Source: an optimization exercise on an open RTL-to-GDS flow (aim: small area, a short achievable clock period and few clock cycles per item). Production flows keep margins and buffers that such runs may drop. The RTL was checked by simulation tests, not by an equivalence proof against the original design. Power is estimated from default activity; no workload was simulated.

`config.mk`:
```
export PLATFORM = sky130hd
export DESIGN_NAME = sliding_window_arq_control
export DESIGN_NICKNAME = sliding_window_arq_control
export VERILOG_FILES = /design/flow/design.v
export SDC_FILE = /design/flow/constraint.sdc
export NUM_CORES = 4
export LEC_CHECK = 0
export ABC_CLOCK_PERIOD_IN_PS = 3500
export CAP_MARGIN = 20
export CORE_MARGIN = 2
export CORE_UTILIZATION = 40
export SETUP_SLACK_MARGIN = 5
export SLEW_MARGIN = 20
```
`run.sh`:
```
#!/bin/bash
# synth_recipe.tcl (not shown) runs the flow's synth.tcl, then flattens the netlist and writes it again
# the make line also repeats each setting of config.mk as NAME=value (left out here)
make -C /OpenROAD-flow-scripts/flow DESIGN_CONFIG=/design/flow/config.mk WORK_HOME=/design/flow/orfs CLKGATE_MAP_FILE= SYNTH_SCRIPT=/design/flow/synth_recipe.tcl finish
```
`design.v`:
```
package swac_pkg;
	localparam logic [9:0] HDR_END     = 10'd12;
	localparam logic [9:0] HDR_ACK     = 10'd8;
	localparam logic [9:0] PAYLOAD_MAX = 10'd500;
	localparam logic [1:0] KIND_DATA = 2'd0;
	localparam logic [1:0] KIND_END  = 2'd1;
	localparam logic [1:0] KIND_RECV = 2'd2;
	localparam logic [1:0] KIND_TICK = 2'd3;
	localparam logic [2:0] ACT_SEND   = 3'd0;
	localparam logic [2:0] ACT_END    = 3'd1;
	localparam logic [2:0] ACT_RESEND = 3'd2;
	localparam logic [2:0] ACT_ACK    = 3'd3;
	localparam logic [2:0] ACT_PIGGY  = 3'd4;
	localparam logic [2:0] ACT_DELIV  = 3'd5;
	localparam logic [2:0] ACT_FULL   = 3'd6;
	localparam logic [2:0] ACT_CLOSE  = 3'd7;
	localparam logic [1:0] REG_WINDOW  = 2'd0;
	localparam logic [1:0] REG_TICK    = 2'd1;
	localparam logic [1:0] REG_TIMEOUT = 2'd2;
endpackage
module swac_cell (
	input  logic        clk,
	input  logic        wr_en,
	input  logic        ack_en,
	input  logic [31:0] wr_seq,
	input  logic [31:0] wr_ack,
	input  logic [9:0]  wr_len,
	input  logic [31:0] cmp_x,
	input  logic        le_mode,
	output logic [31:0] seq,
	output logic [31:0] ack,
	output logic [9:0]  len,
	output logic        hit
);
	logic [31:0] g0, l0;
	logic [15:0] g1, l1;
	logic [7:0]  g2, l2;
	logic [3:0]  g3, l3;
	logic [1:0]  g4, l4;
	logic        gt, lt;
	assign g0 = cmp_x & ~seq;
	assign l0 = ~cmp_x & seq;
	for (genvar i = 0; i < 16; i++) begin : g_t1
		assign g1[i] = g0[2*i+1] | !l0[2*i+1] & g0[2*i];
		assign l1[i] = l0[2*i+1] | !g0[2*i+1] & l0[2*i];
	end
	for (genvar i = 0; i < 8; i++) begin : g_t2
		assign g2[i] = g1[2*i+1] | !l1[2*i+1] & g1[2*i];
		assign l2[i] = l1[2*i+1] | !g1[2*i+1] & l1[2*i];
	end
	for (genvar i = 0; i < 4; i++) begin : g_t3
		assign g3[i] = g2[2*i+1] | !l2[2*i+1] & g2[2*i];
		assign l3[i] = l2[2*i+1] | !g2[2*i+1] & l2[2*i];
	end
	for (genvar i = 0; i < 2; i++) begin : g_t4
		assign g4[i] = g3[2*i+1] | !l3[2*i+1] & g3[2*i];
		assign l4[i] = l3[2*i+1] | !g3[2*i+1] & l3[2*i];
	end
	assign gt = g4[1] | !l4[1] & g4[0];
	assign lt = l4[1] | !g4[1] & l4[0];
	always_ff @(posedge clk) begin
		if (wr_en) begin
			seq <= wr_seq;
			len <= wr_len;
		end
		if (ack_en) begin
			ack <= wr_ack;
		end
	end
	assign hit = le_mode ? !lt : gt;
endmodule
module sliding_window_arq_control (
	input  logic        clk,
	input  logic        arst_n,
	input  logic        s_tvalid,
	output logic        s_tready,
	input  logic [47:0] s_tdata,    
	input  logic [1:0]  s_tuser,    
	output logic        m_tvalid,
	input  logic        m_tready,
	output logic [79:0] m_tdata,    
	output logic [2:0]  m_tuser,    
	output logic        m_tlast,
	input  logic        cfg_valid,
	output logic        cfg_ready,
	input  logic [1:0]  cfg_index,
	input  logic [30:0] cfg_data
);
	logic [2:0]  size_m1_q;         
	logic [15:0] tick_q;
	logic [30:0] timeout_q;
	logic [2:0]  tail_q;
	logic [2:0]  ptr_q;             
	logic [7:0]  occ_q;             
	logic [31:0] send_seq_q, expect_q, mark_q;
	logic [30:0] countdown_q;
	logic        ended_q;
	logic        in_v_q, in2_v_q;
	logic        in_data_q, in_end_q, in_recv_q, in_tick_q;
	logic        in_ack_q, in_hdr_q, in_zero_q, in_word_q;
	logic [31:0] opd_q;
	logic [7:0]  in2_flags_q;
	logic [31:0] in2_opd_q;
	logic        sec_v_q, sec_close_q;
	logic [9:0]  sec_len_q;
	logic        walk_v_q;
	logic [7:0]  walk_q;
	logic        out_v_q;
	logic [80:0] out_q;             
	logic [31:0] c_seq [8];
	logic [31:0] c_ack [8];
	logic [9:0]  c_len [8];
	logic [7:0]  hit, wr_en, ack_en;
	function automatic [2:0] last_slot(input [3:0] w);
		if (w == 4'd0)   last_slot = 3'd0;
		else if (w[3])   last_slot = 3'd7;
		else             last_slot = w[2:0] - 3'd1;
	endfunction
	logic [2:0] tail_m1, tail_nx, ptr_nx, head;
	logic [7:0] size_mask, ge_tail, occ_rot;
	logic       empty, full;
	always_comb begin
		for (int i = 0; i < 8; i++) begin
			size_mask[i] = (3'(i) <= size_m1_q);
			ge_tail[i]   = (3'(i) >= tail_q);
		end
	end
	assign tail_m1 = (tail_q == 3'd0) ? size_m1_q : tail_q - 3'd1;
	assign tail_nx = (tail_q == size_m1_q) ? 3'd0 : tail_q + 3'd1;
	assign ptr_nx  = (ptr_q == size_m1_q) ? 3'd0 : ptr_q + 3'd1;
	assign empty   = (occ_q == 8'd0);
	assign full    = (occ_q == size_mask);
	assign occ_rot = (8'(occ_q >> tail_q)) | (8'(occ_q << (4'd8 - 4'(tail_q))));
	always_comb begin
		head = tail_q;
		for (int j = 7; j >= 0; j--) begin
			if (occ_rot[j]) head = tail_q + 3'(j);
		end
	end
	logic makes_word, room, fire;
	assign room = !out_v_q || m_tready;
	assign fire = in_v_q && !walk_v_q && (!in_word_q || room && !sec_v_q);
	assign s_tready = !in2_v_q;
	assign makes_word = in_word_q && !(in_data_q && !full && in_zero_q);
	logic [31:0] rd_seq, rd_ack;
	logic [9:0]  rd_len;
	assign rd_seq = c_seq[ptr_q];
	assign rd_ack = c_ack[ptr_q];
	assign rd_len = c_len[ptr_q];
	logic [7:0] stop, st_a, st_b, pre_a, pre_b, popped;
	logic       any_a;
	assign stop  = occ_q & ~hit;
	assign st_a  = stop & ge_tail;
	assign st_b  = stop & ~ge_tail;
	assign any_a = (st_a != 8'd0);
	always_comb begin
		pre_a[0] = 1'b0;
		pre_b[0] = 1'b0;
		for (int i = 1; i < 8; i++) begin
			pre_a[i] = pre_a[i-1] | st_a[i-1];
			pre_b[i] = pre_b[i-1] | st_b[i-1];
		end
		for (int i = 0; i < 8; i++) begin
			popped[i] = occ_q[i] && hit[i] && (ge_tail[i] ? !pre_a[i] : !any_a && !pre_b[i]);
		end
	end
	logic [31:0] cd_diff;
	logic        cd_zero;
	assign cd_diff = {1'b0, countdown_q} - {16'd0, tick_q};
	assign cd_zero = cd_diff[31] || (cd_diff[30:0] == 31'd0);
	logic [9:0] in_len, pay_len, deliv_len;
	assign in_len    = opd_q[9:0];
	assign pay_len   = ((in_len > swac_pkg::PAYLOAD_MAX) ? swac_pkg::PAYLOAD_MAX : in_len)
	                   + swac_pkg::HDR_END;
	assign deliv_len = (in_len >= swac_pkg::HDR_END) ? in_len - swac_pkg::HDR_END : 10'd0;
	logic [31:0] expect_p1;
	assign expect_p1 = expect_q + 32'd1;
	logic        push, walk_due, walk_end;
	logic [7:0]  walk_rest;
	logic [2:0]  w_act, w_slot;
	logic [31:0] w_seq, w_ack;
	logic [9:0]  w_len;
	logic        w_last;
	logic        do_push_slot, do_piggy, walk_start, walk_step;
	assign walk_due  = walk_q[ptr_q];
	assign walk_rest = walk_q & ~(8'd1 << ptr_q);
	assign walk_end  = (walk_rest == 8'd0);
	assign walk_step = walk_v_q && !sec_v_q && (room || !walk_due);
	always_comb begin
		push   = 1'b0;
		w_act  = swac_pkg::ACT_FULL;
		w_slot = 3'd0;
		w_seq  = 32'd0;
		w_ack  = 32'd0;
		w_len  = 10'd0;
		w_last = 1'b1;
		do_push_slot = 1'b0;
		do_piggy     = 1'b0;
		if (sec_v_q) begin
			push  = room;
			w_act = sec_close_q ? swac_pkg::ACT_CLOSE : swac_pkg::ACT_DELIV;
			w_len = sec_len_q;
		end else if (walk_v_q) begin
			push   = room && walk_due;
			w_act  = swac_pkg::ACT_RESEND;
			w_slot = ptr_q;
			w_seq  = rd_seq;
			w_ack  = rd_ack;
			w_len  = rd_len;
			w_last = walk_end;
		end else if (fire && makes_word) begin
			push = 1'b1;
			if ((in_data_q || in_end_q) && full) begin
				w_act = swac_pkg::ACT_FULL;
			end else if (in_data_q) begin
				do_push_slot = 1'b1;
				w_act  = swac_pkg::ACT_SEND;
				w_slot = tail_q;
				w_seq  = send_seq_q;
				w_ack  = expect_q;
				w_len  = pay_len;
			end else if (in_end_q) begin
				w_act = swac_pkg::ACT_END;
				w_seq = send_seq_q;
				w_ack = expect_q;
				w_len = swac_pkg::HDR_END;
			end else if (in_hdr_q) begin
				w_act  = swac_pkg::ACT_DELIV;
				w_last = !(ended_q && empty);
			end else if (empty) begin
				w_act  = swac_pkg::ACT_ACK;
				w_ack  = expect_p1;
				w_len  = swac_pkg::HDR_ACK;
				w_last = 1'b0;
			end else begin
				do_piggy = 1'b1;
				w_act  = swac_pkg::ACT_PIGGY;
				w_slot = ptr_q;
				w_seq  = rd_seq;
				w_ack  = expect_p1;
				w_len  = rd_len;
				w_last = 1'b0;
			end
		end
	end
	assign walk_start = fire && in_tick_q && cd_zero && !empty;
	for (genvar g = 0; g < 8; g++) begin : g_cell
		assign wr_en[g]  = do_push_slot && (tail_q == 3'(g));
		assign ack_en[g] = wr_en[g] || do_piggy && (ptr_q == 3'(g));
		swac_cell u_cell (
			.clk     (clk),
			.wr_en   (wr_en[g]),
			.ack_en  (ack_en[g]),
			.wr_seq  (send_seq_q),
			.wr_ack  (do_piggy ? expect_p1 : expect_q),
			.wr_len  (pay_len),
			.cmp_x   (opd_q),
			.le_mode (in_tick_q),
			.seq     (c_seq[g]),
			.ack     (c_ack[g]),
			.len     (c_len[g]),
			.hit     (hit[g])
		);
	end
	logic take;
	assign take = s_tvalid && s_tready;
	always_ff @(posedge clk or negedge arst_n) begin
		if (!arst_n) begin
			size_m1_q   <= 3'd7;
			tick_q      <= 16'd10;
			timeout_q   <= 31'd200;
			tail_q      <= 3'd0;
			ptr_q       <= 3'd7;
			occ_q       <= 8'd0;
			send_seq_q  <= 32'd1;
			expect_q    <= 32'd1;
			mark_q      <= 32'd0;
			countdown_q <= 31'd200;
			ended_q     <= 1'b0;
			in_v_q      <= 1'b0;
			in2_v_q     <= 1'b0;
			sec_v_q     <= 1'b0;
			walk_v_q    <= 1'b0;
		end else begin
			if (fire || !in_v_q) begin
				in_v_q  <= in2_v_q || take;
				in2_v_q <= 1'b0;
			end else if (take) begin
				in2_v_q <= 1'b1;
			end
			if (sec_v_q && room) begin
				sec_v_q <= 1'b0;
			end
			if (walk_step) begin
				if (walk_end) begin
					walk_v_q <= 1'b0;
					ptr_q    <= tail_m1;
				end else begin
					ptr_q    <= ptr_nx;
				end
			end
			if (fire) begin
				if (in_data_q) begin
					if (!full) begin
						ended_q <= 1'b0;
						if (!in_zero_q) begin
							tail_q     <= tail_nx;
							ptr_q      <= tail_q;
							occ_q      <= occ_q | (8'd1 << tail_q);
							send_seq_q <= send_seq_q + 32'd1;
						end
					end
				end
				if (in_end_q) begin
					if (!full) begin
						ended_q    <= 1'b1;
						send_seq_q <= send_seq_q + 32'd1;
					end
				end
				if (in_recv_q) begin
					if (in_ack_q) begin
						occ_q <= occ_q & ~popped;
					end else if (!in_hdr_q) begin
						expect_q <= expect_p1;
					end
					if (!in_ack_q && (!in_hdr_q || ended_q && empty)) begin
						sec_v_q <= 1'b1;
					end
				end
				if (in_tick_q) begin
					if (cd_zero && !empty) begin
						mark_q      <= rd_seq;
						countdown_q <= timeout_q;
						if ((occ_q & hit) != 8'd0) begin
							walk_v_q <= 1'b1;
							ptr_q    <= head;
						end
					end else begin
						countdown_q <= cd_zero ? 31'd0 : cd_diff[30:0];
					end
				end
			end
			if (cfg_valid) begin
				case (cfg_index)
					swac_pkg::REG_WINDOW: begin
						size_m1_q <= last_slot(cfg_data[3:0]);
						tail_q    <= 3'd0;
						ptr_q     <= last_slot(cfg_data[3:0]);
						occ_q     <= 8'd0;
					end
					swac_pkg::REG_TICK:    tick_q    <= cfg_data[15:0];
					swac_pkg::REG_TIMEOUT: timeout_q <= cfg_data;
					default: ;
				endcase
			end
		end
	end
	logic [9:0] s_len;
	logic       s_ack;
	assign s_len = s_tdata[9:0];
	assign s_ack = (s_tuser == swac_pkg::KIND_RECV) && (s_len == swac_pkg::HDR_ACK);
	logic [7:0]  s_flags, nx_flags;
	logic [31:0] s_opd, nx_opd;
	assign s_flags = {
		(s_tuser != swac_pkg::KIND_TICK) && !s_ack,
		(s_len == 10'd0),
		(s_len == swac_pkg::HDR_END),
		(s_len == swac_pkg::HDR_ACK),
		(s_tuser == swac_pkg::KIND_TICK),
		(s_tuser == swac_pkg::KIND_RECV),
		(s_tuser == swac_pkg::KIND_END),
		(s_tuser == swac_pkg::KIND_DATA)
	};
	assign s_opd    = s_ack ? s_tdata[41:10] : {22'd0, s_len};
	assign nx_flags = in2_v_q ? in2_flags_q : s_flags;
	assign nx_opd   = in2_v_q ? in2_opd_q : s_opd;
	always_ff @(posedge clk) begin
		if (fire || !in_v_q) begin
			{in_word_q, in_zero_q, in_hdr_q, in_ack_q,
			 in_tick_q, in_recv_q, in_end_q, in_data_q} <= nx_flags;
			if (nx_flags[3]) begin
				opd_q <= walk_start ? rd_seq : mark_q;
			end else begin
				opd_q <= nx_opd;
			end
		end else if (take) begin
			in2_flags_q <= s_flags;
			in2_opd_q   <= s_opd;
		end
		if (fire && in_recv_q && !in_ack_q) begin
			sec_close_q <= in_hdr_q;
			sec_len_q   <= in_hdr_q ? 10'd0 : deliv_len;
		end
		if (walk_start) begin
			walk_q <= occ_q & hit;
		end else if (walk_step) begin
			walk_q <= walk_rest;
		end
	end
	always_ff @(posedge clk or negedge arst_n) begin
		if (!arst_n) begin
			out_v_q <= 1'b0;
		end else if (room) begin
			out_v_q <= push;
		end
	end
	always_ff @(posedge clk) begin
		if (push) begin
			out_q <= {w_last, w_slot, w_len, w_ack, w_seq, w_act};
		end
	end
	assign m_tvalid  = out_v_q;
	assign m_tuser   = out_q[2:0];
	assign m_tdata   = {3'd0, out_q[79:3]};
	assign m_tlast   = out_q[80];
	assign cfg_ready = 1'b1;
endmodule
```
`constraint.sdc`:
```
create_clock -name core_clock -period 10.0 [get_ports {clk}]
set_input_delay 2.0000 -clock core_clock [delete_from_list [all_inputs] [get_ports {clk}]]
set_output_delay 2.0000 -clock core_clock [all_outputs]
set_load 0.01 [all_outputs]
```
==> out/metrics.csv, run 1 <==
stage;metric;value;unit
synthesis;synth_area;0.0493;mm2
floorplan;dieArea;0.126;mm2
cells_and_area;layout_commonest_cell;edfxtp_1;
synthesis;ys_warn_count;5;
critical_path;crit_path_end_kind;flip-flop;
power;powerDensity;304;mW/mm2
grt;antenna_found_initial;1;
floorplan;coreArea;0.122;mm2
timing;rsz0062_at_grt;false;
routing;antenna_left;0;
timing;drv_slew;0;
place;detailedPlacementHpwl;94800;um
synthesis;ys_types;104;
grt;grt-ovfl-total;0;
synthesis;ys_ff_latch;969;
timing;hold_ws;0.480;ns
routing;drt_iter0_markers;3771;
floorplan;rows;128;
cells_and_area;drive_gt1_share;12.7;%
cells_and_area;final_cell_count_no_fill;6062;
place;place_area;0.0525;mm2
place;place_ws;3.59;ns
timing;setup-tns-final;0;ns
synthesis;ys_seq_area_share;57.1;%
cells_and_area;layout_common_cells;edfxtp_1 (772), nand2_1 (389), nor2_1 (281);
power;ir_drop;0.365;mV
timing;max_slew_margin;26.0;%
routing;wl_per_cell;25.0;um
cts;clk_latency;0.72;ns
timing;max_slew.worst_pin.slew;1.11;ns
cells_and_area;fin_area;0.0565;mm2
hold_path;worst_hold_path_type;reg2reg;
synthesis;synth_area_per_cell;11.5;um2
place;dp_cells;5855;
routing;drc_errors;0;
cts;cts_max_level;3;
cts;cts_buffers;104;
routing;wl;152000;um
timing;timing.fmax;203;MHz
timing;hold_viol_final;0;
timing;finalClockSkew;0.0463;ns
grt;grt_max_degree;94;
cells_and_area;fin_util;46.3;%
synthesis;async_flop_share;20.3;%
floorplan;io_pins;175;
cts;clk_pin_slew_worst_paths;0.06;ns
critical_path;cp_max_fo;44;
job;max-cap-violations;0;
critical_path;critPathKind;in2reg;
critical_path;worstSetupStartpointType;input port;
timing;finalWorstSetupSlack;5.08;ns
timing;finalSetupViolations;0;
synthesis;synthFlopType;edfxtp_1;
cts;cts_tree;built;
floorplan;die_h;355;um
timing;period_share;49.2;%
critical_path;worst_ep_arrival_time;5.28;ns
power;p_leak;20.3;nW
routing;vias;36500;
cells_and_area;fillers;11100;
cells_and_area;syn2layout_area_growth;14.7;%
routing;routed_via_density;6.02;
floorplan;start_util;40.4;%
power;p_total;17.2;mW
grt;grt_pass1_vias;35500;
grt;grt_usage;23.3;%
cts;clockBufferDepth;3;
place;gp_congestion;0.908;
floorplan;fp.dieW;355;um
critical_path;critPathRequiredTime;10.36;ns
synthesis;synth-edff-count;772;
timing;fin_crit;4.92;ns
place;portBuffers;164;
grt;grt_pass1_wl;224000;um
status;status;complete, no violations;
cts;hold_buffers;0;
routing;first_pass_iters;7;
cells_and_area;nets;4475;
cts;cts_sinks;969;
synthesis;syn-instance-count;4279;
cts;root_buffer;clkbuf_16;
power breakdown:
| part | total, mW | switching [mW] | leakage, nW | internal [mW] |
|---|---|---|---|---|
| clock | 4.25 | 1.66 | 1.85 | 2.60 |
| sequential | 6.10 | 0.751 | 9.65 | 5.35 |
| combinational | 6.83 | 4.43 | 8.83 | 2.41 |
| total | 17.2 | 6.83 | 20.3 | 10.4 |
worst paths after layout:
check                      cells past startpoint           start                 endpoint  slack, ns
min reg2reg                                    2  countdown_q[3]           countdown_q[3]       0.48
min                                            2  countdown_q[3]           countdown_q[3]       0.48
max                                           10        m_tready  g_cell[5].u_cell.ack[6]       5.08
min in group asynchronous                      1          arst_n            timeout_q[24]       1.35
max reg2reg                                   14      tick_q[15]                opd_q[27]       5.37
max in group asynchronous                      2          arst_n            send_seq_q[1]       7.22
Yosys cell counts (all sizes together) (14+ instances only):
cell type / number / area [um2]
nand3: 59 / 295
o221ai: 16 / 140
dfstp: 16 / 420
a2bb2oi: 18 / 158
o22ai: 72 / 450
nor3b: 29 / 218
a41oi: 38 / 333
mux2: 210 / 2380
a221oi: 48 / 427
inv: 171 / 642
a21o: 37 / 278
buf: 64 / 322
a31oi: 37 / 231
o21a: 16 / 120
nand2b: 90 / 563
dfrtp: 181 / 4530
mux2i: 24 / 240
nor3: 74 / 390
and2: 24 / 150
o21ai: 254 / 1270
edfxtp: 772 / 23200
nor2b: 66 / 413
o31ai: 22 / 170
nor2: 285 / 1070
xor2: 46 / 403
nand3b: 24 / 180
ha: 41 / 513
a22o: 48 / 420
a211o: 14 / 123
and3: 51 / 319
a211oi: 25 / 193
maj3: 123 / 1240
o211ai: 23 / 173
nand4: 21 / 131
a22oi: 92 / 691
a222oi: 75 / 751
clkbuf: 203 / 762
a21oi: 187 / 940
xnor2: 71 / 622
nand2: 394 / 1480
o2111ai: 15 / 149
nor4: 21 / 150
critical path: stages:
cell	delay, ns
clkdlybuf4s50_1	0.62
nor2b_4	0.11
o21ai_1	0.20
and3b_2	0.37
o211ai_1	0.13
buf_4	0.22
nor2_1	0.42
and3_2	0.27
buf_6	0.52
a21o_4	0.37
area by class of cell:
cell class                      count  area, um2  share of cell area [%]
Sequential cell                   969      28100                    49.8
Clock inverter                     67        950                    1.68
Inverter                          176        661                    1.17
Antenna cell                        2       5.00                 0.00885
Timing Repair Buffer              224       2170                    3.85
Multi-Input combinational cell   2870      19700                    34.9
Tap cell                         1625       2030                    3.60
Clock buffer                      129       2860                    5.06
repair_timing:
item	in CTS	in global routing
buffers inserted	2	4
setup endpoints to repair	143	238
gates cloned	1	2
pin swaps	1	1
resized for setup	13	7
kinds of logic after synthesis:
family	count (synthesis)	share of synthesized area (%)
AOI/OAI and AO/OA	1152	16.4
adders and majority gates	165	3.60
DFF	969	57.1
and+or+nand+nor	1192	11.7
xor gates and xnor gates	117	2.08
other	2	0.0152
muxes	239	5.55
buffers and inverters	443	3.54
flip-flops by register name, summed over array words and instances (netlist names), 3 cells and up:
signal / count
tick_q: 16
expect_q: 32
opd_q: 32
sec_len_q: 10
countdown_q: 31
g_cell.u_cell.len: 80
g_cell.u_cell.seq: 256
send_seq_q: 32
timeout_q: 31
in2_opd_q: 32
occ_q: 8
g_cell.u_cell.ack: 256
out_q: 81
mark_q: 32
walk_q: 8
size_m1_q: 3
ptr_q: 3
in2_flags_q: 8
tail_q: 3
layer usage:
| layer | share of wire, % | track usage (%) |
|---|---|---|
| met1 | 42 | 31.2 |
| met2 | 46 | 37.6 |
| met3 | 7.6 | 3.73 |
| met4 | 4.2 | 10.0 |
| met5 | 0 | 0 |
Testbench counts, summed over its fixed seeds: cycles 5,350, items 4,800.
==> inputs of run 2 (changes only) <==
==> flow/run.sh (new file) <==
#!/bin/bash
# Standard layout, with timing repair aimed below the clock period: repair
# works until setup slack reaches the margin, so it keeps shortening paths
# the 10 ns constraint alone would leave as they are.
set -euo pipefail
export SETUP_SLACK_MARGIN=6.5
bash standard.sh > make.log 2>&1
==> standard.sh (new file) <==
#!/bin/bash
# synth_recipe.tcl (not shown) runs the flow's synth.tcl, then flattens the netlist and writes it again
# the make line also repeats each setting of config.mk as NAME=value (left out here)
make -C /OpenROAD-flow-scripts/flow DESIGN_CONFIG=/design/flow/config.mk WORK_HOME=/design/flow/orfs CLKGATE_MAP_FILE= SYNTH_SCRIPT=/design/flow/synth_recipe.tcl "${@:-finish}"
--- a/config.mk
+++ b/config.mk
@@ -9,5 +9,4 @@
 export CAP_MARGIN = 20
 export CORE_MARGIN = 2
 export CORE_UTILIZATION = 40
-export SETUP_SLACK_MARGIN = 5
 export SLEW_MARGIN = 20
removed: run.sh
==> run 2 against run 1 <==
Effect of this change: still clean on timing, DRC and antenna; combinational power is 28% higher; setup slack better by 0.78 ns; non-clock buffer count is 306 higher; worst hold slack worse by 0.0094 ns; clock skew is 0.048 ns higher; global-route usage is 2.5 points higher; clock power is 4% lower; synthesized cell count stayed put; sequential share of layout area is 4.7 points lower; count of clock-buffer cells in the layout is 8 lower; cell count is 5.5% higher; largest cell class unchanged; highest routed layer is now met5.
==> out/metrics.csv, run 2 <==
stage;metric;value;unit;change
status;status;complete, no violations;;unchanged
cells_and_area;nets;4807;;was 4475
power;p_leak;23.0;nW;was 20.3 nW
critical_path;cp_max_fo;7;;was 44
floorplan;io_pins;175;;unchanged
synthesis;ys_warn_count;5;;unchanged
critical_path;r2r_cells;15;;was 14
place;portBuffers;164;;unchanged
power;p_total;18.8;mW;was 17.2 mW
hold_path;holdPathEnd;countdown_q[6];;was countdown_q[3]
grt;grt-ovfl-total;0;;unchanged
routing;wl_per_cell;27.1;um;was 25.0 um
synthesis;synth_area_per_cell;11.5;um2;unchanged
routing;antenna_left;0;;unchanged
cts;cts_max_level;3;;unchanged
place;gp_congestion;0.923;;was 0.908
hold_path;worst_hold_path_type;reg2reg;;unchanged
timing;finalSetupViolations;0;;unchanged
routing;routed_via_density;6.15;;was 6.02
routing;drc_errors;0;;unchanged
floorplan;coreArea;0.122;mm2;unchanged
timing;max_slew.worst_pin.slew;1.06;ns;was 1.11 ns
cts;cts_buffers;103;;was 104
synthesis;synth_area;0.0493;mm2;unchanged
synthesis;async_flop_share;20.3;%;unchanged
timing;hold_viol_final;0;;unchanged
cts;clk_pin_slew_worst_paths;0.07;ns;was 0.06 ns
cells_and_area;syn2layout_area_growth;26.6;%;was 14.7%
hold_path;whs_path_depth;2;;unchanged
floorplan;fp.dieW;355;um;unchanged
job;max-cap-violations;0;;unchanged
grt;grt_max_degree;87;;was 94
routing;wl;173000;um;was 152000 um
power;powerDensity;301;mW/mm2;was 304 mW/mm2
synthesis;synthFlopType;edfxtp_1;;unchanged
cts;cts_sinks;969;;unchanged
synthesis;synth.most_common_cell;edfxtp_1;;unchanged
timing;max_slew_margin;29.3;%;was 26.0%
timing;timing.fmax;242;MHz;was 203 MHz
power;ir_drop;0.267;mV;was 0.365 mV
floorplan;dieArea;0.126;mm2;unchanged
timing;setup-tns-final;0;ns;unchanged
floorplan;rows;128;;unchanged
place;place_ws;3.92;ns;was 3.59 ns
critical_path;critPathKind;reg2reg;;was in2reg
synthesis;ys_seq_area_share;57.1;%;unchanged
synthesis;syn-instance-count;4279;;unchanged
synthesis;synth-edff-count;772;;unchanged
synthesis;synthTopCellsByArea;edfxtp_1 (47%), dfrtp_1 (9.2%), mux2_2 (4.7%);;unchanged
grt;antenna_found_initial;9;;was 1
synthesis;synth_top_area_cell;edfxtp_1;;unchanged
cells_and_area;layout_commonest_cell;edfxtp_1;;unchanged
synthesis;ys_ff_latch;969;;unchanged
cells_and_area;layout_common_cells;edfxtp_1 (772), nand2_1 (379), nor2_1 (247);;was edfxtp_1 (772), nand2_1 (389), nor2_1 (281)
routing;first_pass_iters;8;;was 7
timing;fin_crit;4.14;ns;was 4.92 ns
critical_path;worst_ep_arrival_time;4.59;ns;was 5.28 ns
grt;grt_usage;25.9;%;was 23.3%
grt;grt_pass1_wl;244000;um;was 224000 um
cts;clockBufferDepth;3;;unchanged
critical_path;reg2reg_slack;5.86;ns;was 5.37 ns
routing;drt_iter0_markers;4899;;was 3771
timing;drv_slew;0;;unchanged
critical_path;rr_endpoint;opd_q[29];;was opd_q[27]
synthesis;yosys-top-cells-count;edfxtp_1 (772), nand2_1 (394), nor2_1 (285);;unchanged
floorplan;start_util;40.4;%;unchanged
critical_path;crit_path_end_kind;flip-flop;;unchanged
cells_and_area;fin_util;51.1;%;was 46.3%
place;detailedPlacementHpwl;95200;um;was 94800 um
cts;cts_tree;built;;unchanged
synthesis;ys_types;104;;unchanged
timing;finalClockSkew;0.0941;ns;was 0.0463 ns
critical_path;critPathRequiredTime;10.45;ns;was 10.36 ns
critical_path;rr_startpoint;tick_q[0];;was tick_q[15]
grt;grt_pass1_vias;37600;;was 35500
routing;vias;39300;;was 36500
cells_and_area;final_cell_count_no_fill;6394;;was 6062
cts;clk_latency;0.76;ns;was 0.72 ns
place;dp_cells;5852;;was 5855
synthesis;yosysTopAreaCellShare;47.0;%;unchanged
timing;finalWorstSetupSlack;5.86;ns;was 5.08 ns
cells_and_area;drive_gt1_share;24.6;%;was 12.7%
cts;root_buffer;clkbuf_16;;unchanged
timing;rsz0062_at_grt;true;;was false
critical_path;worstSetupStartpointType;flip-flop;;was input port
timing;period_share;41.4;%;was 49.2%
floorplan;die_h;355;um;unchanged
hold_path;hold_start;countdown_q[6];;was countdown_q[3]
cells_and_area;reg.largest.list;g_cell.u_cell.ack (256), g_cell.u_cell.seq (256), out_q (81);;unchanged
run 2: cell count changes in the layout (fill, tap and decap cells not counted), sizes merged, moves of 6 or more:
| cell | delta |
|---|---|
| bufinv | -8 |
| clkinvlp | +22 |
| clkdlybuf4s50 | -84 |
| inv | -10 |
| dlygate4sd2 | +77 |
| and3 | +6 |
| a21o | +6 |
| and2 | +9 |
| buf | +297 |
run 2: stage by stage:
| step | hold WS (ns) | instance area, um2 |
|---|---|---|
| after floorplan | 0.450 | 50000 |
| after global placement | 0.467 | 52900 |
| after detailed placement | 0.470 | 52900 |
| after CTS | 0.471 | 59900 |
| after global routing | 0.500 | 62400 |
| final | 0.470 | 62400 |
run 2: power breakdown:
part           internal, mW  leakage [nW]  switching [mW]
clock network          2.31          1.72            1.75
registers              5.34          9.64           0.591
logic                  3.36          11.6            5.41
run 2: area by class of cell:
class	count	area [um2]
fill	10500	59600
sequential	969	28100
multi-input combinational	2895	22000
timing repair buffer	530	5880
clock buffer	121	2680
tap	1625	2030
clock inverter	73	922
inverter	176	716
timing repair inverter	2	10.0
antenna	3	7.51
run 2: worst max-delay path by stage:
stage               startpoint                      end  slack [ns]  cells after the start
finish               tick_q[0]                opd_q[29]        5.86                     15
global placement      m_tready                 opd_q[3]        3.95                     12
CTS                  tick_q[0]                opd_q[26]        5.91                     15
detailed placement    m_tready                opd_q[15]        3.92                     12
global route         tick_q[9]                opd_q[28]        5.75                     15
floorplan             m_tready  g_cell[2].u_cell.ack[0]        4.67                      7
run 2: layer usage:
metal	part of all wire [%]	global-route usage [%]
met1	39	34.0
met5	0.027	0
met2	46	41.5
met3	9.4	4.38
met4	5.7	12.6
run 2: logic make-up (layout without fill, tap and decap cells):
logic type / after synthesis / in the layout / share of synthesized area [%]
mux: 239 / 239 / 5.55
simple gates: 1192 / 1211 / 11.7
fa+ha+maj: 165 / 165 / 3.60
compound gates: 1152 / 1159 / 16.4
other cells: 2 / 7 / 0.0152
buf+inv: 443 / 902 / 3.54
flops: 969 / 969 / 57.1
xor+xnor: 117 / 117 / 2.08
run 2: timing repair:
| action | CTS | global route |
|---|---|---|
| hold buffers | 0 | 0 |
| buffers inserted | 173 | 115 |
| gates resized for setup | 427 | 181 |
| gates cloned | 36 | 21 |
| endpoints found under the setup margin | 1389 | 847 |
| pin swaps | 95 | 94 |
| endpoints found under the hold margin | 0 | 0 |
run 2: critical path, cell delays in order (launching register included):
cell	delay (ns)
dfrtp_1	0.39
ha_2	0.20
fa_2	0.34
nand2b_4	0.16
a21o_4	0.24
a211o_4	0.37
a31oi_4	0.19
o211ai_1	0.12
a211o_1	0.32
nor4_4	0.25
buf_4	0.17
a41oi_4	0.12
buf_12	0.20
buf_16	0.17
mux2_4	0.31
mux2_2	0.26
==> inputs of run 3 (changes only) <==
--- a/design.v
+++ b/design.v
@@ -117,12 +117,11 @@
 		else             last_slot = w[2:0] - 3'd1;
 	endfunction
 	logic [2:0] tail_m1, tail_nx, ptr_nx, head;
-	logic [7:0] size_mask, ge_tail, occ_rot;
+	logic [7:0] size_mask, occ_rot;
 	logic       empty, full;
 	always_comb begin
 		for (int i = 0; i < 8; i++) begin
 			size_mask[i] = (3'(i) <= size_m1_q);
-			ge_tail[i]   = (3'(i) >= tail_q);
 		end
 	end
 	assign tail_m1 = (tail_q == 3'd0) ? size_m1_q : tail_q - 3'd1;
@@ -147,21 +146,15 @@
 	assign rd_seq = c_seq[ptr_q];
 	assign rd_ack = c_ack[ptr_q];
 	assign rd_len = c_len[ptr_q];
-	logic [7:0] stop, st_a, st_b, pre_a, pre_b, popped;
-	logic       any_a;
-	assign stop  = occ_q & ~hit;
-	assign st_a  = stop & ge_tail;
-	assign st_b  = stop & ~ge_tail;
-	assign any_a = (st_a != 8'd0);
+	logic [7:0] span [8];
+	logic [7:0] kept;
 	always_comb begin
-		pre_a[0] = 1'b0;
-		pre_b[0] = 1'b0;
-		for (int i = 1; i < 8; i++) begin
-			pre_a[i] = pre_a[i-1] | st_a[i-1];
-			pre_b[i] = pre_b[i-1] | st_b[i-1];
-		end
 		for (int i = 0; i < 8; i++) begin
-			popped[i] = occ_q[i] && hit[i] && (ge_tail[i] ? !pre_a[i] : !any_a && !pre_b[i]);
+			for (int j = 0; j < 8; j++) begin
+				if (3'(i) >= tail_q) span[i][j] = (3'(j) >= tail_q) && (j <= i);
+				else                 span[i][j] = (3'(j) >= tail_q) || (j <= i);
+			end
+			kept[i] = occ_q[i] && ((occ_q & span[i] & ~hit) != 8'd0);
 		end
 	end
 	logic [31:0] cd_diff;
@@ -319,7 +312,7 @@
 				end
 				if (in_recv_q) begin
 					if (in_ack_q) begin
-						occ_q <= occ_q & ~popped;
+						occ_q <= kept;
 					end else if (!in_hdr_q) begin
 						expect_q <= expect_p1;
 					end
==> run.sh (new file) <==
#!/bin/bash
# synth_recipe.tcl (not shown) runs the flow's synth.tcl, then flattens the netlist and writes it again
# the make line also repeats each setting of config.mk as NAME=value (left out here)
make -C /OpenROAD-flow-scripts/flow DESIGN_CONFIG=/design/flow/config.mk WORK_HOME=/design/flow/orfs CLKGATE_MAP_FILE= SYNTH_SCRIPT=/design/flow/synth_recipe.tcl finish
--- a/config.mk
+++ b/config.mk
@@ -9,4 +9,5 @@
 export CAP_MARGIN = 20
 export CORE_MARGIN = 2
 export CORE_UTILIZATION = 40
+export SETUP_SLACK_MARGIN = 5
 export SLEW_MARGIN = 20
removed: flow/run.sh
removed: standard.sh
==> run 3 against run 2 <==
Effect of this change: non-clock buffer count is 308 lower; sequential share of layout area is 5.3 points higher; worst hold slack worse by 0.0013 ns; critical path depth is 4 lower; setup slack worse by 0.74 ns; clock power is 1% lower; final area is 11% lower; critical path type is now in2reg; synthesized cell count is 1.5% lower; global-route usage is 1.8 points lower; power is 11% lower.
==> out/metrics.csv, run 3 <==
stage;metric;value;unit;change
status;status;complete, no violations;;unchanged
routing;wl;154000;um;was 173000 um
cts;clk_latency;0.71;ns;was 0.76 ns
cells_and_area;reg.largest.list;g_cell.u_cell.ack (256), g_cell.u_cell.seq (256), out_q (81);;unchanged
grt;grt-ovfl-total;0;;unchanged
power;internal_power;9.93;mW;was 11.0 mW
timing;rsz0062_at_grt;false;;was true
critical_path;critPathRequiredTime;10.34;ns;was 10.45 ns
power;ir_drop;0.299;mV;was 0.267 mV
power;switching_share;40.5;%;was 41.3%
grt;grt_pass1_wl;228000;um;was 244000 um
cells_and_area;regArea;0.0281;mm2;about the same
critical_path;cp_max_fo;43;;was 7
floorplan;fp.dieW;354;um;was 355 um
synthesis;syn-instance-count;4214;;was 4279
timing;drv_slew;0;;unchanged
floorplan;io_pins;175;;unchanged
critical_path;critPathKind;in2reg;;was reg2reg
floorplan;die_h;354;um;was 355 um
floorplan;start_util;40.2;%;was 40.4%
cells_and_area;drive_gt1_share;12.3;%;was 24.6%
critical_path;worstSetupStartpointType;input port;;was flip-flop
power;sequentialPowerShare;36.3;%;was 31.6%
timing;finalClockSkew;0.0398;ns;was 0.0941 ns
grt;grt_usage;24.1;%;was 25.9%
cells_and_area;layout_common_cells;edfxtp_1 (772), nand2_1 (394), nor2_1 (245);;was edfxtp_1 (772), nand2_1 (379), nor2_1 (247)
routing;routed_via_density;5.99;;was 6.15
synthesis;synth_area_per_cell;11.6;um2;was 11.5 um2
job;max-cap-violations;0;;unchanged
grt;grt_pass1_vias;34200;;was 37600
cts;cts_tree;built;;unchanged
cts;clk_pin_slew_worst_paths;0.06;ns;was 0.07 ns
power;combPwrFrac;39.7;%;was 46.7%
power;p_clk_share;24.0;%;was 21.6%
cells_and_area;layout_commonest_cell;edfxtp_1;;unchanged
synthesis;ys_types;94;;was 104
critical_path;crit_slowest_cell;clkdlybuf4s50_1;;was dfrtp_1
critical_path;critPathMaxStageDelay;0.61;ns;was 0.39 ns
critical_path;cp_cell_sequence;clkdlybuf4s50_1, nor2b_1, o21ai_1, and3b_1, o211ai_1, buf_4, nor2_4, and2_2, buf_8, o21bai_4, buf_6;;was ha_2, fa_2, nand2b_4, a21o_4, a211o_4, a31oi_4, o211ai_1, a211o_1, nor4_4, buf_4, a41oi_4, buf_12, buf_16, mux2_4, mux2_2
synthesis;synthFlopType;edfxtp_1;;unchanged
timing;max_slew_margin;23.3;%;was 29.3%
synthesis;yosys-top-cells-count;edfxtp_1 (772), nand2_1 (397), nor2_1 (254);;was edfxtp_1 (772), nand2_1 (394), nor2_1 (285)
place;detailedPlacementHpwl;97100;um;was 95200 um
power;p_leak;20.0;nW;was 23.0 nW
cells_and_area;final_cell_count_no_fill;5991;;was 6394
timing;hold_viol_final;0;;unchanged
routing;first_pass_iters;9;;was 8
grt;grt_max_degree;92;;was 87
power;powerDensity;299;mW/mm2;was 301 mW/mm2
synthesis;synth-edff-count;772;;unchanged
routing;drc_errors;0;;unchanged
cts;cts_sinks;969;;unchanged
place;dp_cells;5793;;was 5852
timing;max_slew.worst_pin.slew;1.14;ns;was 1.06 ns
timing;fin_crit;4.88;ns;was 4.14 ns
cells_and_area;fillers;11000;;was 10500
power;p_total;16.7;mW;was 18.8 mW
place;gp_congestion;0.910;;was 0.923
cts;root_buffer;clkbuf_16;;unchanged
synthesis;ys_warn_count;7;;was 5
synthesis;async_flop_share;20.3;%;unchanged
cts;cts_buffers;101;;was 103
critical_path;crit_path_end_kind;flip-flop;;unchanged
cts;clockBufferDepth;3;;unchanged
synthesis;synth_area;0.0489;mm2;was 0.0493 mm2
cells_and_area;nets;4413;;was 4807
cells_and_area;n_antenna_cell;0;;was 3
critical_path;worst_ep_arrival_time;5.22;ns;was 4.59 ns
hold_path;worst_hold_path_type;reg2reg;;unchanged
routing;wl_per_cell;25.8;um;was 27.1 um
routing;vias;35900;;was 39300
place;portBuffers;164;;unchanged
routing;antenna_left;0;;unchanged
timing;timing.fmax;205;MHz;was 242 MHz
cells_and_area;multi_input_area;0.0193;mm2;was 0.0220 mm2
floorplan;dieArea;0.125;mm2;was 0.126 mm2
synthesis;ys_ff_latch;969;;unchanged
routing;drt_iter0_markers;3899;;was 4899
timing;finalSetupViolations;0;;unchanged
synthesis;ys_seq_area_share;57.6;%;was 57.1%
synthesis;synth.most_common_cell;edfxtp_1;;unchanged
cells_and_area;syn2layout_area_growth;14.1;%;was 26.6%
floorplan;coreArea;0.122;mm2;about the same
synthesis;yosysTopAreaCellShare;47.4;%;was 47.0%
floorplan;rows;128;;unchanged
timing;period_share;48.8;%;was 41.4%
timing;setup-tns-final;0;ns;unchanged
grt;antenna_found_initial;2;;was 9
power;p_sw;6.76;mW;was 7.75 mW
synthesis;synthTopCellsByArea;edfxtp_1 (47%), dfrtp_1 (9.3%), mux2_2 (4.6%);;was edfxtp_1 (47%), dfrtp_1 (9.2%), mux2_2 (4.7%)
synthesis;synth_top_area_cell;edfxtp_1;;unchanged
cts;cts_max_level;3;;unchanged
[run 3: cell count changes in the layout (fill, tap and decap cells not counted), moves of 38 or more]
cell             previous run  this run
xnor2_1                    51        90
buf_12                     62         1
dlygate4sd2_1              77         0
nor2b_1                    63       101
buf_4                     225        54
clkdlybuf4s50_1            79       163
[run 3: area by class of cell]
class                   count  share of cell area [%]
well taps                1625                    3.65
clock inverters            67                    1.48
clock buffers             123                    4.86
flip-flops and latches    969                    50.5
inverters                 171                    1.15
repair buffers            222                    3.78
multi-input cells        2814                    34.6
[run 3: per-layer routing]
layer  up-vias  global-route usage, %  routed length [um]
met5         -                      0                   0
met4         0                   7.73                4660
met3       233                   3.58               12700
met2      1616                   37.0               69000
met1     17900                   35.1               68000
li1      16200                      -                   -
[run 3: path summary, 6_finish.rpt]
kind	from	to	slack, ns	depth (start not counted)
max in group asynchronous	arst_n	tick_q[6]	7.22	2
min in group asynchronous	arst_n	mark_q[12]	1.36	1
worst max-delay path	m_tready	g_cell[0].u_cell.ack[6]	5.12	11
worst min-delay path	countdown_q[6]	countdown_q[6]	0.47	2
worst max register to register	ptr_q[0]	opd_q[31]	5.15	9
worst min register to register	countdown_q[6]	countdown_q[6]	0.47	2
[run 3: timing repair]
item	CTS	global route
buffers inserted	4	2
gates cloned	1	1
setup endpoints to repair	144	100
gates resized for setup	9	9
hold buffers	0	0
pin swaps	1	0
[run 3: cells by family after synthesis]
| logic type | synth area share [%] |
|---|---|
| buffers and inverters | 3.54 |
| adder cells (fa/ha/maj) | 2.91 |
| XOR/XNOR | 2.17 |
| multiplexers | 5.89 |
| AO/OA/AOI/OAI | 16.1 |
| AND/OR/NAND/NOR | 11.8 |
| flip-flops | 57.6 |
| other | 0.0154 |
[run 3: per-stage QoR]
| stage | hold slack (ns) | util, % | setup WS [ns] | area [um2] |
|---|---|---|---|---|
| after global placement | 0.457 | 42.8 | 3.66 | 52000 |
| after CTS | 0.472 | 45.8 | 5.03 | 55700 |
| after detailed placement | 0.462 | 42.8 | 3.63 | 52100 |
| final | 0.469 | 45.9 | 5.12 | 55800 |
| after global routing | 0.500 | 45.9 | 5.00 | 55800 |
| after floorplan | 0.442 | - | 4.99 | 48900 |
[run 3: power by group through the flow]
stage                     combinational (mW)  clock [mW]  sequential [mW]
final                                   6.62        4.00             6.07
after global routing                    7.12        4.22             6.14
after CTS                               6.52        4.07             6.06
after detailed placement                6.45           0             6.13
after global placement                  6.40           0             6.13
after floorplan                         4.23           0             5.73
[run 3: worst max-delay path, delay by kind of cell]
kind	cells	cell delay [ns]
buffers and inverters	4	1.61
and+or+nand+nor	4	1.03
AOI/OAI and AO/OA	3	0.55
Testbench counts of run 3, summed over its fixed seeds: cycles 5,350, items 4,800.
==> inputs of run 4 (changes only) <==
--- a/design.v
+++ b/design.v
@@ -94,6 +94,7 @@
 	logic [7:0]  occ_q;             
 	logic [31:0] send_seq_q, expect_q, mark_q;
 	logic [30:0] countdown_q;
+	logic        cd_zero_q;         
 	logic        ended_q;
 	logic        in_v_q, in2_v_q;
 	logic        in_data_q, in_end_q, in_recv_q, in_tick_q;
@@ -157,10 +158,13 @@
 			kept[i] = occ_q[i] && ((occ_q & span[i] & ~hit) != 8'd0);
 		end
 	end
-	logic [31:0] cd_diff;
-	logic        cd_zero;
-	assign cd_diff = {1'b0, countdown_q} - {16'd0, tick_q};
-	assign cd_zero = cd_diff[31] || (cd_diff[30:0] == 31'd0);
+	logic [30:0] cd_diff;
+	logic        cd_le_tick, cd_le_2tick, to_le_tick, cd_zero;
+	assign cd_diff     = countdown_q - {15'd0, tick_q};
+	assign cd_le_tick  = (countdown_q <= {15'd0, tick_q});
+	assign cd_le_2tick = (countdown_q <= {14'd0, tick_q, 1'b0});
+	assign to_le_tick  = (timeout_q <= {15'd0, tick_q});
+	assign cd_zero     = cd_zero_q;
 	logic [9:0] in_len, pay_len, deliv_len;
 	assign in_len    = opd_q[9:0];
 	assign pay_len   = ((in_len > swac_pkg::PAYLOAD_MAX) ? swac_pkg::PAYLOAD_MAX : in_len)
@@ -236,7 +240,7 @@
 			end
 		end
 	end
-	assign walk_start = fire && in_tick_q && cd_zero && !empty;
+	assign walk_start = in_v_q && !walk_v_q && in_tick_q && cd_zero && !empty;
 	for (genvar g = 0; g < 8; g++) begin : g_cell
 		assign wr_en[g]  = do_push_slot && (tail_q == 3'(g));
 		assign ack_en[g] = wr_en[g] || do_piggy && (ptr_q == 3'(g));
@@ -269,6 +273,7 @@
 			expect_q    <= 32'd1;
 			mark_q      <= 32'd0;
 			countdown_q <= 31'd200;
+			cd_zero_q   <= 1'b0;
 			ended_q     <= 1'b0;
 			in_v_q      <= 1'b0;
 			in2_v_q     <= 1'b0;
@@ -292,6 +297,7 @@
 					ptr_q    <= ptr_nx;
 				end
 			end
+			cd_zero_q <= cd_le_tick;
 			if (fire) begin
 				if (in_data_q) begin
 					if (!full) begin
@@ -324,12 +330,14 @@
 					if (cd_zero && !empty) begin
 						mark_q      <= rd_seq;
 						countdown_q <= timeout_q;
+						cd_zero_q   <= to_le_tick;
 						if ((occ_q & hit) != 8'd0) begin
 							walk_v_q <= 1'b1;
 							ptr_q    <= head;
 						end
 					end else begin
-						countdown_q <= cd_zero ? 31'd0 : cd_diff[30:0];
+						countdown_q <= cd_zero ? 31'd0 : cd_diff;
+						cd_zero_q   <= cd_zero || cd_le_2tick;
 					end
 				end
 			end
==> flow/run.sh (new file) <==
#!/bin/bash
# Standard layout, with timing repair aimed below the clock period: repair
# works until setup slack reaches the margin, so it keeps shortening paths
# the 10 ns constraint alone would leave as they are.
set -euo pipefail
export SETUP_SLACK_MARGIN=6.5
bash standard.sh > make.log 2>&1
==> standard.sh (new file) <==
#!/bin/bash
# synth_recipe.tcl (not shown) runs the flow's synth.tcl, then flattens the netlist and writes it again
# the make line also repeats each setting of config.mk as NAME=value (left out here)
make -C /OpenROAD-flow-scripts/flow DESIGN_CONFIG=/design/flow/config.mk WORK_HOME=/design/flow/orfs CLKGATE_MAP_FILE= SYNTH_SCRIPT=/design/flow/synth_recipe.tcl "${@:-finish}"
--- a/config.mk
+++ b/config.mk
@@ -9,5 +9,5 @@
 export CAP_MARGIN = 20
 export CORE_MARGIN = 2
 export CORE_UTILIZATION = 40
-export SETUP_SLACK_MARGIN = 5
 export SLEW_MARGIN = 20
+export TNS_END_PERCENT = 5
removed: run.sh
==> run 4 against run 3 <==
Effect of this change: sequential cell count up 1; non-clock buffer count is 226 higher; still clean; routed wire length up 5.5%; synthesized cell count up 3.0%; worst hold slack improved by 0.0074 ns; die area up 0.71%; global-route usage rose by 0.48 points; sequential power is 1% lower; clock skew is 0.011 ns higher; fmax up 32%; final area increased by 8.1%; count of clock-buffer cells in the layout increased by 14.
==> out/metrics.csv, run 4 <==
stage;metric;value;unit;change
status;status;complete, no violations;;unchanged
cells_and_area;regArea;0.0282;mm2;was 0.0281 mm2
routing;wl_per_cell;25.7;um;was 25.8 um
power;p_clk_share;20.8;%;was 24.0%
cts;cts_buffers;101;;unchanged
synthesis;syn-instance-count;4339;;was 4214
critical_path;critPathKind;in2reg;;unchanged
grt;antenna_found_initial;3;;was 2
power;p_sw;7.55;mW;was 6.76 mW
power;internal_power;10.7;mW;was 9.93 mW
synthesis;ys_seq_area_share;57.2;%;was 57.6%
floorplan;fp.dieW;355;um;was 354 um
floorplan;dieArea;0.126;mm2;was 0.125 mm2
place;portBuffers;164;;unchanged
critical_path;worstSetupStartpointType;input port;;unchanged
critical_path;rr_startpoint;opd_q[23];;was ptr_q[0]
synthesis;synth_area;0.0492;mm2;was 0.0489 mm2
cells_and_area;multi_input_area;0.0212;mm2;was 0.0193 mm2
cells_and_area;fin_area;0.0603;mm2;was 0.0558 mm2
routing;first_pass_iters;12;;was 9
routing;vias;38500;;was 35900
power;p_total;18.3;mW;was 16.7 mW
job;max-cap-violations;0;;unchanged
place;detailedPlacementHpwl;94700;um;was 97100 um
cells_and_area;syn2layout_area_growth;22.5;%;was 14.1%
power;switching_share;41.3;%;was 40.5%
place;place_area;0.0524;mm2;was 0.0521 mm2
cells_and_area;fillers;10700;;was 11000
grt;grt_pass1_wl;234000;um;was 228000 um
timing;rsz0062_at_grt;true;;was false
grt;grt-ovfl-total;0;;unchanged
power;ir_drop;0.362;mV;was 0.299 mV
synthesis;synth_top_area_cell;edfxtp_1;;unchanged
floorplan;rows;128;;unchanged
power;sequentialPowerShare;32.7;%;was 36.3%
power;p_leak;21.4;nW;was 20.0 nW
floorplan;start_util;40.4;%;was 40.2%
cells_and_area;drive_gt1_share;20.2;%;was 12.3%
synthesis;synthTopCellsByArea;edfxtp_1 (47%), dfrtp_1 (9.3%), mux2_2 (3.4%);;was edfxtp_1 (47%), dfrtp_1 (9.3%), mux2_2 (4.6%)
timing;period_share;37.0;%;was 48.8%
cts;cts_tree;built;;unchanged
cells_and_area;nets;4795;;was 4413
synthesis;synthFlopType;edfxtp_1;;unchanged
cts;cts_max_level;3;;unchanged
routing;routed_via_density;6.07;;was 5.99
hold_path;holdPathEnd;mark_q[7];;was countdown_q[6]
routing;antenna_left;0;;unchanged
routing;drc_errors;0;;unchanged
grt;grt_max_degree;124;;was 92
cts;hold_buffers;0;;unchanged
routing;wl;163000;um;was 154000 um
timing;hold_viol_final;0;;unchanged
timing;max_slew_margin;26.4;%;was 23.3%
hold_path;hold_start;mark_q[7];;was countdown_q[6]
grt;grt_pass1_vias;36700;;was 34200
synthesis;ys_types;99;;was 94
power;combPwrFrac;46.5;%;was 39.7%
timing;drv_slew;0;;unchanged
cts;root_buffer;clkbuf_16;;unchanged
synthesis;yosys-top-cells-count;edfxtp_1 (772), nand2_1 (442), o21ai_0 (318);;was edfxtp_1 (772), nand2_1 (397), nor2_1 (254)
cells_and_area;layout_commonest_cell;edfxtp_1;;unchanged
cts;clockBufferDepth;3;;unchanged
power;powerDensity;304;mW/mm2;was 299 mW/mm2
critical_path;worst_ep_arrival_time;4.08;ns;was 5.22 ns
synthesis;ys_warn_count;7;;unchanged
routing;drt_iter0_markers;4328;;was 3899
timing;timing.fmax;270;MHz;was 205 MHz
critical_path;crit_path_end_kind;flip-flop;;unchanged
timing;setup-tns-final;0;ns;unchanged
hold_path;whs_path_depth;2;;unchanged
critical_path;critPathRequiredTime;10.38;ns;was 10.34 ns
synthesis;async_flop_share;20.4;%;was 20.3%
floorplan;io_pins;175;;unchanged
place;gp_congestion;0.905;;was 0.910
hold_path;worst_hold_path_type;reg2reg;;unchanged
timing;finalClockSkew;0.0512;ns;was 0.0398 ns
floorplan;die_h;355;um;was 354 um
cts;clk_latency;0.72;ns;was 0.71 ns
floorplan;coreArea;0.122;mm2;about the same
timing;finalSetupViolations;0;;unchanged
timing;hold_ws;0.476;ns;was 0.469 ns
timing;fin_crit;3.70;ns;was 4.88 ns
synthesis;ys_ff_latch;970;;was 969
cells_and_area;layout_common_cells;edfxtp_1 (772), nand2_1 (421), o21ai_0 (279);;was edfxtp_1 (772), nand2_1 (394), nor2_1 (245)
critical_path;rr_endpoint;occ_q[0];;was opd_q[31]
cts;clk_pin_slew_worst_paths;0.06;ns;about the same
timing;max_slew.worst_pin.slew;1.10;ns;was 1.14 ns
critical_path;cp_max_fo;11;;was 43
synthesis;synth-edff-count;772;;unchanged
synthesis;synth_area_per_cell;11.3;um2;was 11.6 um2
grt;grt_usage;24.6;%;was 24.1%
critical_path;reg2reg_slack;6.33;ns;was 5.15 ns
synthesis;yosysTopAreaCellShare;47.1;%;was 47.4%
cts;cts_sinks;970;;was 969
critical_path;r2r_cells;15;;was 9
cells_and_area;reg.largest.list;g_cell.u_cell.ack (256), g_cell.u_cell.seq (256), out_q (81);;unchanged
synthesis;synth.most_common_cell;edfxtp_1;;unchanged
-- run 4: what timing repair did --
item | in CTS | in global routing
endpoints found under the setup margin | 1360 | 1167
gates cloned | 19 | 9
endpoints found under the hold margin | 0 | 0
buffers inserted | 117 | 97
pin swaps | 19 | 104
resized for setup | 198 | 308
-- run 4: worst max path at each step --
stage / startpoint / endpoint / slack [ns]
after CTS: tick_q[1] / countdown_q[27] / 6.33
after floorplan: m_tready / g_cell[3].u_cell.ack[0] / 4.67
after global placement: m_tready / g_cell[2].u_cell.ack[16] / 3.13
after global routing: m_tready / g_cell[3].u_cell.seq[15] / 6.26
final: m_tready / g_cell[3].u_cell.seq[11] / 6.30
after detailed placement: m_tready / g_cell[2].u_cell.ack[16] / 3.16
-- run 4: critical path, cell delays in order --
cell and delay (ns):
buf_4 0.13, nor2b_4 0.07, o21ai_2 0.17, and2_4 0.20, buf_4 0.12, o211ai_1 0.10, bufbuf_16 0.32, inv_2 0.07
nand2_4 0.10, nor4_4 0.28, buf_4 0.21, bufbuf_16 0.31
-- run 4: routing by layer --
metal / part of all wire (%) / up-vias / global-route usage, %
met5: 0.0074 / - / 0
met4: 4.7 / 2 / 10.6
met3: 8.2 / 413 / 3.94
met2: 46 / 1721 / 39.8
met1: 41 / 19200 / 32.8
li1: - / 17100 / -
-- run 4: per-stage QoR --
stage	std cells	setup WS [ns]	util, %
after floorplan	4341	4.67	-
after global placement	5911	3.13	43.0
after detailed placement	5911	3.16	43.0
after CTS	6238	6.33	47.7
after global routing	6344	6.26	49.4
final	6346	6.30	49.4
-- run 4: cell families after synthesis --
group	after synthesis	share of synthesized area [%]
compound gates	1312	17.8
xor+xnor	120	2.14
fa+ha+maj	147	3.41
buf+inv	435	3.57
flops	970	57.2
mux	208	4.71
other cells	2	0.0153
simple gates	1145	11.1
-- run 4: power by group through the flow --
stage | sequential (mW) | combinational (mW) | clock [mW]
global route | 6.06 | 9.05 | 4.02
finish | 5.99 | 8.51 | 3.81
floorplan | 5.90 | 4.46 | 0
CTS | 6.01 | 7.55 | 3.87
detailed placement | 6.32 | 6.64 | 0
global placement | 6.31 | 6.56 | 0
-- run 4: layout make-up --
type | instances | area share [%]
Antenna cell | 2 | 0.00830
Clock buffer | 137 | 4.52
Clock inverter | 54 | 0.982
Inverter | 162 | 1.10
Multi-Input combinational cell | 2943 | 35.2
Sequential cell | 970 | 46.8
Tap cell | 1625 | 3.37
Timing Repair Buffer | 448 | 8.01
Timing Repair inverter | 5 | 0.0498
Testbench counts of run 4, summed over its fixed seeds: cycles 5,350, items 4,800.
==> inputs of run 5 (changes only) <==
--- a/config.mk
+++ b/config.mk
@@ -8,6 +8,7 @@
 export ABC_CLOCK_PERIOD_IN_PS = 3500
 export CAP_MARGIN = 20
 export CORE_MARGIN = 2
-export CORE_UTILIZATION = 40
+export CORE_UTILIZATION = 60
+export CTS_BUF_LIST = sky130_fd_sc_hd__clkbuf_8
 export SLEW_MARGIN = 20
 export TNS_END_PERCENT = 5
==> run 5 against run 4 <==
Effect of this change: still clean; critical path depth is 1 higher; area after synthesis unchanged; die area down 33%; setup slack lost 0.046 ns; critical endpoint is now ptr_q[0].
==> out/metrics.csv, run 5 <==
stage;metric;value;unit;change
grt;grt_pass1_wl;238000;um;was 234000 um
cts;clockBufferDepth;3;;unchanged
place;gp_congestion;0.979;;was 0.905
routing;drc_errors;0;;unchanged
cts;clk_pin_slew_worst_paths;0.07;ns;was 0.06 ns
timing;hold_viol_final;0;;unchanged
synthesis;synthFlopType;edfxtp_1;;unchanged
power;p_leak;21.5;nW;was 21.4 nW
cells_and_area;layout_commonest_cell;edfxtp_1;;unchanged
floorplan;start_util;60.3;%;was 40.4%
timing;max_slew_margin;28.4;%;was 26.4%
timing;hold_ws;0.477;ns;was 0.476 ns
cells_and_area;layout_common_cells;edfxtp_1 (772), nand2_1 (428), o21ai_0 (287);;was edfxtp_1 (772), nand2_1 (421), o21ai_0 (279)
cells_and_area;final_cell_count_no_fill;5883;;was 6346
grt;grt_usage;38.2;%;was 24.6%
routing;first_pass_iters;11;;was 12
critical_path;cp.depth;13;;was 12
synthesis;synth_top_area_cell;edfxtp_1;;unchanged
cells_and_area;reg.largest.list;g_cell.u_cell.ack (256), g_cell.u_cell.seq (256), out_q (81);;unchanged
grt;antenna_found_initial;2;;was 3
status;status;complete, no violations;;unchanged
cells_and_area;drive_gt1_share;20.2;%;about the same
floorplan;rows;105;;was 128
critical_path;cp_cell_sequence;buf_6, nor2_8, a21o_1, o2111ai_4, a221o_1, a311o_1, o211ai_1, a2bb2oi_2, nand2_2, o2bb2ai_4, or4b_4, a2111oi_4, nor3_1;;was buf_4, nor2b_4, o21ai_2, and2_4, buf_4, o211ai_1, bufbuf_16, inv_2, nand2_4, nor4_4, buf_4, bufbuf_16
critical_path;critPathKind;reg2reg;;was in2reg
timing;rsz0062_at_grt;true;;unchanged
timing;max_slew.worst_pin.slew;1.07;ns;was 1.10 ns
cts;cts_buffers;159;;was 101
critical_path;critPathRequiredTime;10.78;ns;was 10.38 ns
power;powerDensity;304;mW/mm2;about the same
cts;hold_buffers;0;;unchanged
timing;period_share;37.4;%;was 37.0%
timing;setup-tns-final;0;ns;unchanged
timing;fin_crit;3.74;ns;was 3.70 ns
floorplan;fp.dieW;290;um;was 355 um
critical_path;worst_ep_arrival_time;4.52;ns;was 4.08 ns
timing;finalSetupViolations;0;;unchanged
cts;cts_max_level;4;;was 3
timing;drv_slew;0;;unchanged
floorplan;coreArea;0.0816;mm2;was 0.122 mm2
grt;grt_max_degree;92;;was 124
place;dp_cells;5369;;was 5911
cts;clk_latency;0.87;ns;was 0.72 ns
critical_path;crit_path_end_kind;flip-flop;;unchanged
job;max-cap-violations;0;;unchanged
critical_path;critPathMaxStageDelay;0.54;ns;was 0.32 ns
routing;wl;166000;um;was 163000 um
synthesis;synth.most_common_cell;edfxtp_1;;unchanged
place;detailedPlacementHpwl;98200;um;was 94700 um
synthesis;yosysTopAreaCellShare;47.1;%;unchanged
hold_path;worst_hold_path_type;reg2reg;;unchanged
power;p_total;17.8;mW;was 18.3 mW
routing;routed_via_density;6.68;;was 6.07
place;portBuffers;164;;unchanged
critical_path;reg2reg_slack;6.26;ns;was 6.33 ns
synthesis;ys_ff_latch;970;;unchanged
synthesis;synth_area;0.0492;mm2;unchanged
cells_and_area;syn2layout_area_growth;19.1;%;was 22.5%
cells_and_area;fin_area;0.0586;mm2;was 0.0603 mm2
critical_path;crit_slowest_cell;or4b_4;;was bufbuf_16
synthesis;synthTopCellsByArea;edfxtp_1 (47%), dfrtp_1 (9.3%), mux2_2 (3.4%);;unchanged
place;place_area;0.0518;mm2;was 0.0524 mm2
routing;antenna_left;0;;unchanged
grt;grt_pass1_vias;37400;;was 36700
critical_path;r2r_cells;13;;was 15
timing;timing.fmax;267;MHz;was 270 MHz
synthesis;ys_warn_count;7;;unchanged
routing;wl_per_cell;28.1;um;was 25.7 um
floorplan;dieArea;0.0843;mm2;was 0.126 mm2
synthesis;synth-edff-count;772;;unchanged
synthesis;yosys-top-cells-count;edfxtp_1 (772), nand2_1 (442), o21ai_0 (318);;unchanged
critical_path;critPathTopFamily;compound AO/OA/AOI/OAI gates;;was buffers and inverters
floorplan;io_pins;175;;unchanged
critical_path;path_buf_inv;1;;was 6
synthesis;syn-instance-count;4339;;unchanged
synthesis;async_flop_share;20.4;%;unchanged
routing;vias;39300;;was 38500
routing;drt_iter0_markers;4492;;was 4328
floorplan;die_h;290;um;was 355 um
cts;cts_tree;built;;unchanged
synthesis;synth_area_per_cell;11.3;um2;unchanged
grt;grt-ovfl-total;0;;unchanged
cells_and_area;nets;4845;;was 4795
cts;cts_sinks;970;;unchanged
timing;finalClockSkew;0.0455;ns;was 0.0512 ns
critical_path;cp_max_fo;6;;was 11
cts;root_buffer;clkbuf_8;;was clkbuf_16
synthesis;ys_seq_area_share;57.2;%;unchanged
critical_path;worstSetupStartpointType;flip-flop;;was input port
hold_path;whs_path_depth;2;;unchanged
power;ir_drop;0.239;mV;was 0.362 mV
synthesis;ys_types;99;;unchanged
[run 5: cell counts after synthesis]
Identical to the previous run, type by type.
[run 5: tightest hold or removal path, delay by kind of cell, from the launching register on]
kind | cells | cell delay [ns]
DFF | 1 | 0.34
and+or+nand+nor | 2 | 0.11
[run 5: layout make-up]
| cell class | count | area (um2) |
|---|---|---|
| Clock buffer | 179 | 2460 |
| Timing Repair inverter | 3 | 17.5 |
| Fill cell | 5874 | 23000 |
| Clock inverter | 111 | 639 |
| Inverter | 162 | 657 |
| Antenna cell | 3 | 7.51 |
| Sequential cell | 970 | 28200 |
| Multi-Input combinational cell | 2937 | 20900 |
| Timing Repair Buffer | 448 | 4430 |
| Tap cell | 1070 | 1340 |
[run 5: logic make-up (layout without fill, tap and decap cells)]
group	after synthesis	after routing	synth area share, %
XOR/XNOR	120	120	2.14
other	2	7	0.0153
adder cells (fa/ha/maj)	147	147	3.41
multiplexers	208	208	4.71
AND/OR/NAND/NOR	1145	1145	11.1
flip-flops	970	970	57.2
AO/OA/AOI/OAI	1312	1313	17.8
buffers and inverters	435	903	3.57
[run 5: timing repair]
item | CTS | global route
setup endpoints to repair | 1311 | 1109
cloned | 16 | 4
pin swaps | 38 | 64
gates resized for setup | 283 | 220
buffers inserted | 107 | 94
[run 5: final timing paths]
path / end / startpoint
max in group asynchronous: expect_q[7] / arst_n
worst max-delay path: ptr_q[0] / opd_q[16]
worst min register to register: mark_q[18] / mark_q[18]
worst max register to register: ptr_q[0] / opd_q[16]
worst min-delay path: mark_q[18] / mark_q[18]
min in group asynchronous: timeout_q[12] / arst_n
[run 5: through the flow]
stage,util [%],setup WS (ns)
final,71.8,6.26
after global routing,71.8,6.19
after CTS,69.7,6.31
after detailed placement,63.4,3.34
after global placement,63.4,3.34
after floorplan,-,4.67
[run 5: metal layers]
layer  track usage (%)  wire [um]
met1              47.9      60000
met2              60.3      76600
met3              7.48      15800
met4              26.6      13200
met5                 0          0
[run 5: where the power goes]
part           internal [mW]  switching (mW)  leakage, nW
clock network           1.76            1.66         1.76
registers               5.45           0.583         9.43
logic                   2.95            5.40         10.3

## static timing again, ports no longer ideal
No port has a modelled driver above. Below, the same layouts with a new extraction and two added sets of constraints.
Step 1 assumes that a clkbuf_16 drives the clock port and a buf_2 every other input.
Step 2 moves the port delays by t, midway between the first and last clock arrival at a register: inputs arrive t later, outputs are due t later. That takes back most of the time a late clock gives input paths.
Slacks: ideal / step 1 / step 2; pairs: ideal / step 1.
run	t (ns)	setup WS [ns]	hold slack, ns	worst setup path after step 2
run 1	0.767	5.082 / 5.133 / 4.366	0.480 / 0.480 / 0.480	input to register
run 2	0.784	5.863 / 5.863 / 5.286	0.470 / 0.470 / 0.470	input to register
run 3	0.762	5.121 / 5.150 / 4.408	0.469 / 0.469 / 0.469	input to register
run 4	0.768	6.302 / 6.304 / 5.575	0.476 / 0.476 / 0.476	input to register
run 5	0.916	6.255 / 6.255 / 5.419	0.477 / 0.477 / 0.477	input to register
After both steps every run listed still meets setup and hold. For run 5, which loses most, drivers alone change the setup slack by 0.000 ns; drivers and shift together by -0.836 ns.
